What follows belongs to an exercise in optimizing a design on an open flow for small area and a short achievable clock period; a production flow would make more cautious choices. The RTL was checked by simulation tests, not by an equivalence proof against the original design. Power and IR drop assume default switching activity.

==> flow/design.v, too long to show whole: its modules and the start of the top module <==
// module csa_fa: 10 lines
// module csa_ha: 9 lines
// module csa_fx: 12 lines
// module csa_x2: 7 lines
// module csa_hn: 9 lines
// module csa_xn: 7 lines
// module filter_tap_loader: 20 lines
// module horizontal_filter: 984 lines
// module row_result_store: 38 lines
// module vertical_filter: 390 lines
// module conv_top: 56 lines
module conv_top (
	input  logic    clk,
	input  logic    rst_n,
	input  logic    filter_valid,
	input  logic    image_valid,
	input  conv_pkg::sample_t in_data,
	output logic    out_valid,
	output conv_pkg::result_t out_data
);
  // ...
==> flow/run.sh <==
#!/bin/bash
# synth_recipe.tcl (not shown) runs the flow's synth.tcl, then flattens the netlist and writes it again
# the make line also repeats each setting of config.mk as NAME=value (left out here)
make -C /OpenROAD-flow-scripts/flow DESIGN_CONFIG=/design/flow/config.mk WORK_HOME=/design/flow/orfs CLKGATE_MAP_FILE= SYNTH_SCRIPT=/design/flow/synth_recipe.tcl finish
==> flow/config.mk <==
export PLATFORM = sky130hd
export DESIGN_NAME = conv_top
export DESIGN_NICKNAME = conv_top
export VERILOG_FILES = /design/flow/design.v
export SDC_FILE = /design/flow/constraint.sdc
export NUM_CORES = 4
export LEC_CHECK = 0
export ABC_CLOCK_PERIOD_IN_PS = 2100
export CAP_MARGIN = 20
export CORE_MARGIN = 2
export CORE_UTILIZATION = 40
export CTS_BUF_LIST = sky130_fd_sc_hd__clkbuf_16
export CTS_CLUSTER_DIAMETER = 150
export CTS_CLUSTER_SIZE = 25
export SETUP_SLACK_MARGIN = 2.4
export SLEW_MARGIN = 20
export SYNTH_HIERARCHICAL = 1
==> flow/constraint.sdc <==
create_clock -name core_clock -period 4.5 [get_ports {clk}]
set_input_delay 0.9000 -clock core_clock [delete_from_list [all_inputs] [get_ports {clk}]]
set_output_delay 0.9000 -clock core_clock [all_outputs]
set_load 0.01 [all_outputs]
==> run notes, run 1 <==
* Yosys warnings at 13
* Final setup TNS at 0 ps
* Crit path time final at 2050 ps
* Final cell count without fillers at 1827
* Reg area at between 9000 and 10000 µm²
* Worst setup EP type: flip-flop
* Most common cell after layout, fill and taps aside: dfxtp_1
* Core Area at around 43000 µm²
* Hold EP: u_horizontal_filter.rt_s1[37]
* Worst-Skew Late Latency at approximately 550 ps
* DP Worst Slack at between 2000 and 2500 ps
* CTS Buf Count at 20
* Largest net degree at the start of global routing at 66
* P_seq at 0.00597 W
* Worst-Margin Slew at 972 ps
* VDD IR max at around 0.42 mV
* Final hold slack at about 330 ps
* Post-Layout Inst Area at between 15000 and 20000 µm²
* Status: timing/DRC/antenna clean
* CTS tree: yes
* Multi-input combinational area share at 0.384
* Sequential share of cell area at 0.505
* Period utilization at 0.455
* CP required at 4940 ps
* Inverters at 14
* Resized cells post-CTS at 35
* Grt met1 use at 0.191
* Top Ports at 25
* Largest register FFs at ~130
* Top Registers: u_row_result_store.dl (128), u_horizontal_filter.rt_s0 (54), u_filter_tap_loader.sr (40)
* Grt ovf at 0
* Worst EP arrival at between 2000 and 2500 ps
* Commonest non-fill, non-tap cells in the layout: dfxtp_1, nand2_1, fa_1
* WL met2 at roughly 15000 µm
* Post-synthesis cell count at between 1000 and 1500
* Clock share of power at 0.126
==> inputs of run 2 (changes only) <==
--- a/flow/config.mk
+++ b/flow/config.mk
@@ -13,3 +13,3 @@
 export CTS_CLUSTER_DIAMETER = 150
-export CTS_CLUSTER_SIZE = 25
+export CTS_CLUSTER_SIZE = 32
 export SETUP_SLACK_MARGIN = 2.4
==> run 2 against run 1 <==
  * Via count grew 0.66%
  * Fmax fell by 2.9%
  * Register-to-register slack lost 60 ps
  * Utilization about the same
  * Setup slack got worse by 61 ps
  * Combinational power rose by 1%
  * Synthesized cell count did not move
  * Critical path type unchanged
  * Critical endpoint is now u_horizontal_filter.rt_s0[48]
  * Largest power group unchanged
  * Highest routed layer unchanged
==> run notes, run 2 <==
* Reg area at 9750 µm² (was 9760 µm²)
* Commonest non-fill, non-tap cells in the layout: dfxtp_1, fa_1, nand2_1 (was dfxtp_1, nand2_1, fa_1)
* Largest net degree at the start of global routing at 66 (unchanged)
* Worst-Skew Late Latency at 540 ps (was 550 ps)
* Reg with most FFs: u_row_result_store.dl (unchanged)
* Core Area at 42900 µm² (unchanged)
* Avg WL per Cell at 16.7 µm (was 16.5 µm)
* Slew margin rel. at 0.349 (was 0.352)
* Final ANT Viol Nets at 0 (unchanged)
* Initial antenna violation count at 0 (unchanged)
* Final setup TNS at 0 ps (unchanged)
* Most common cell after layout, fill and taps aside: dfxtp_1 (unchanged)
* DRT Pass-1 Iters at 5 (unchanged)
* Vias in the first global route at 9201 (was 9195)
* CTS Buf Count at 17 (was 20)
* Largest register FFs at 128 (unchanged)
* Row cnt at 76 (unchanged)
* Die X at 212 µm (unchanged)
* Leak at 7.32 nW (was 7.33 nW)
* Post-DP HPWL at 20900 µm (unchanged)
* Combinational share of power at 0.496 (was 0.489)
* Final cell count without fillers at 1827 (unchanged)
* Worst-Margin Slew at 977 ps (was 972 ps)
* Total clock sinks at 399 (unchanged)
* DR vias at 8487 (was 8431)
* Nets at 1479 (was 1478)
* Int Pwr at 0.00964 W (was 0.00970 W)
* Clock share of power at 0.119 (was 0.126)
* Antenna diode count at 0 (unchanged)
* Cell Area, Synth at 17300 µm² (unchanged)
* Initial core utilization at 0.404 (unchanged)
* # port buffers at 24 (unchanged)
* Multi-input logic area at 7440 µm² (was 7420 µm²)
* Top Registers: u_row_result_store.dl (128), u_horizontal_filter.rt_s0 (54), u_filter_tap_loader.sr (40) (unchanged)
* Yosys warnings at 13 (unchanged)
* Synthesis-to-finish area growth at 11.3% (was 11.4%)
* Top Ports at 25 (unchanged)
* Clock Skew at 34.0 ps (was 27.5 ps)
* Sw Ratio at 0.379 (was 0.375)
* Grt ovf at 0 (unchanged)
* Worst EP arrival at 2560 ps (was 2490 ps)
* Maximum fanout along the worst path at 6 (was 5)
* Syn nets at 1414 (unchanged)
* Routability Congestion at 0.842 (unchanged)
* Die Span Y at 212 µm (unchanged)
* Clk slew on worst S/H paths at 120 ps (was 90 ps)
* Worst setup EP type: flip-flop (unchanged)
* Setup violations, final at 0 (unchanged)
* Htree depth at 1 (unchanged)
* RSZ-0062 raised after global routing: yes (unchanged)
* Syn_area_per_cell at 14.9 µm² (unchanged)
* Maximum clock insertion buffer count at 3 (unchanged)
* Final Max Slew Viols at 0 (unchanged)
* Final hold slack at 339 ps (was 333 ps)
* Crit path time final at 2110 ps (was 2050 ps)
* CTS tree: yes (unchanged)
* Pwr Density at 804 nW/µm² (was 803 nW/µm²)
* Fillers at 3766 (was 3763)
* Overall routed net length at 30500 µm (was 30200 µm)
* CTS Root Cell: clkbuf_16 (unchanged)
* Period utilization at 0.468 (was 0.455)
* Status: timing/DRC/antenna clean (unchanged)
* F_max at 474 MHz (was 489 MHz)
* First DRT Iteration DRCs at 530 (was 477)
* CP required at 4950 ps (was 4940 ps)
* Layout cells sized above 1 at 0.117 (was 0.119)
* Placed insts at 1730 (unchanged)
* # Max-Cap Violations at 0 (unchanged)
* Die area at 45000 µm² (unchanged)
* Post-synthesis cell count at 1167 (unchanged)
* Net Switching at 0.00588 W (was 0.00582 W)
* Drc violations at 0 (unchanged)
* Crit path kind: reg2reg (unchanged)
* All-Layer GR Usage at 0.142 (about the same)
* Hold crit path type: reg2reg (unchanged)
* First-pass GRT wire length at 49600 µm (unchanged)
* Vias/cell at 4.65 (was 4.61)
* Register share of total power at 0.385 (about the same)
* Fin. Hold Viols at 0 (unchanged)
* VDD IR max at 0.375 mV (was 0.420 mV)
* Setup crit start kind: flip-flop (unchanged)
[run 2: final cells by class]
class / count / share of cell area
Sequential cell: 399 / 0.505
Multi-Input combinational cell: 706 / 0.385
Timing Repair Buffer: 94 / 0.0412
Tap cell: 585 / 0.0379
Clock buffer: 17 / 0.0220
Clock inverter: 12 / 0.00532
Inverter: 14 / 0.00272
[run 2: timing repair]
action	CTS	global route
buffers inserted	51	17
resized for setup	38	30
endpoints found under the setup margin	46	31
pin swaps	3	8
hold buffers	0	0
[run 2: through the flow]
step	setup WS (ps)	power [W]	cell area (µm²)	utilization
after floorplan	2440	0.0115	17300	-
after global placement	2210	0.0133	18100	0.421
after detailed placement	2170	0.0135	18100	0.421
after CTS	2390	0.0156	19000	0.444
after global routing	2340	0.0171	19300	0.450
final	2390	0.0155	19300	0.450
[run 2: power by group through the flow]
stage / Clock [W] / Combinational (W) / Sequential, W
floorplan: 0 / 0.00575 / 0.00573
global placement: 0 / 0.00725 / 0.00604
detailed placement: 0 / 0.00744 / 0.00607
CTS: 0.00195 / 0.00767 / 0.00598
global route: 0.00206 / 0.00890 / 0.00612
finish: 0.00185 / 0.00769 / 0.00598
[run 2: worst paths after layout]
check / endpoint / startpoint / slack [ps] / cells past startpoint
worst min register to register: u_horizontal_filter.rt_s1[37] / u_horizontal_filter.rt_s0[53] / 340 / 0
worst min-delay path: u_horizontal_filter.rt_s1[37] / u_horizontal_filter.rt_s0[53] / 340 / 0
min in group asynchronous: u_row_result_store.pix_pos[4] / rst_n / 670 / 1
worst max register to register: u_horizontal_filter.rt_s0[48] / u_filter_tap_loader.sr[39] / 2390 / 5
worst max-delay path: u_horizontal_filter.rt_s0[48] / u_filter_tap_loader.sr[39] / 2390 / 5
max in group asynchronous: res_pipe[2] / rst_n / 3510 / 1
[run 2: critical path: stages, from the launching register on]
cell	delay, ps
edfxtp_1	540
buf_2	240
and2_1	170
fa_1	440
fa_1	440
a22o_1	190
[run 2: layer usage]
metal / global-route usage / share of wire / vias to the layer above
met5: 0 / 0 / -
met4: 0.0354 / 0.020 / 0
met3: 0.0179 / 0.041 / 40
met2: 0.245 / 0.50 / 173
met1: 0.191 / 0.44 / 4344
li1: - / - / 3930

## afterwards: timing with drivers on the ports
The results above use ideal ports. As a check the final layouts listed here were re-extracted and re-timed, cells and wires unchanged. Step 1 sets driving cells, clkbuf_16 on the clock port and buf_2 on the other inputs (assumed; they add their load-dependent delay and slew). Step 2 adds t to the input delays and takes it off the output delays; t is the mean of the earliest and latest rising clock arrival at the registers after step 1. Input paths then give back, and output paths get back, about the clock's delay inside the block. a / b / c = ideal / step 1 / step 2; a / b = the first two.
run | shift t [ns] | slack for setup (ns) | hold WS [ns] | latest minus earliest clock arrival (ns) | worst slew at a driven data input, ns
run 1 | 0.584 | 2.453 / 2.424 / 2.209 | 0.333 / 0.333 / 0.333 | 0.030 / 0.030 | 0.03
run 2 | 0.581 | 2.392 / 2.392 / 2.224 | 0.339 / 0.339 / 0.339 | 0.045 / 0.045 | 0.03
After both steps every run listed still meets setup and hold. The setup slack of run 1, which loses most, moves by -0.029 ns with the drivers and by -0.244 ns with both steps.
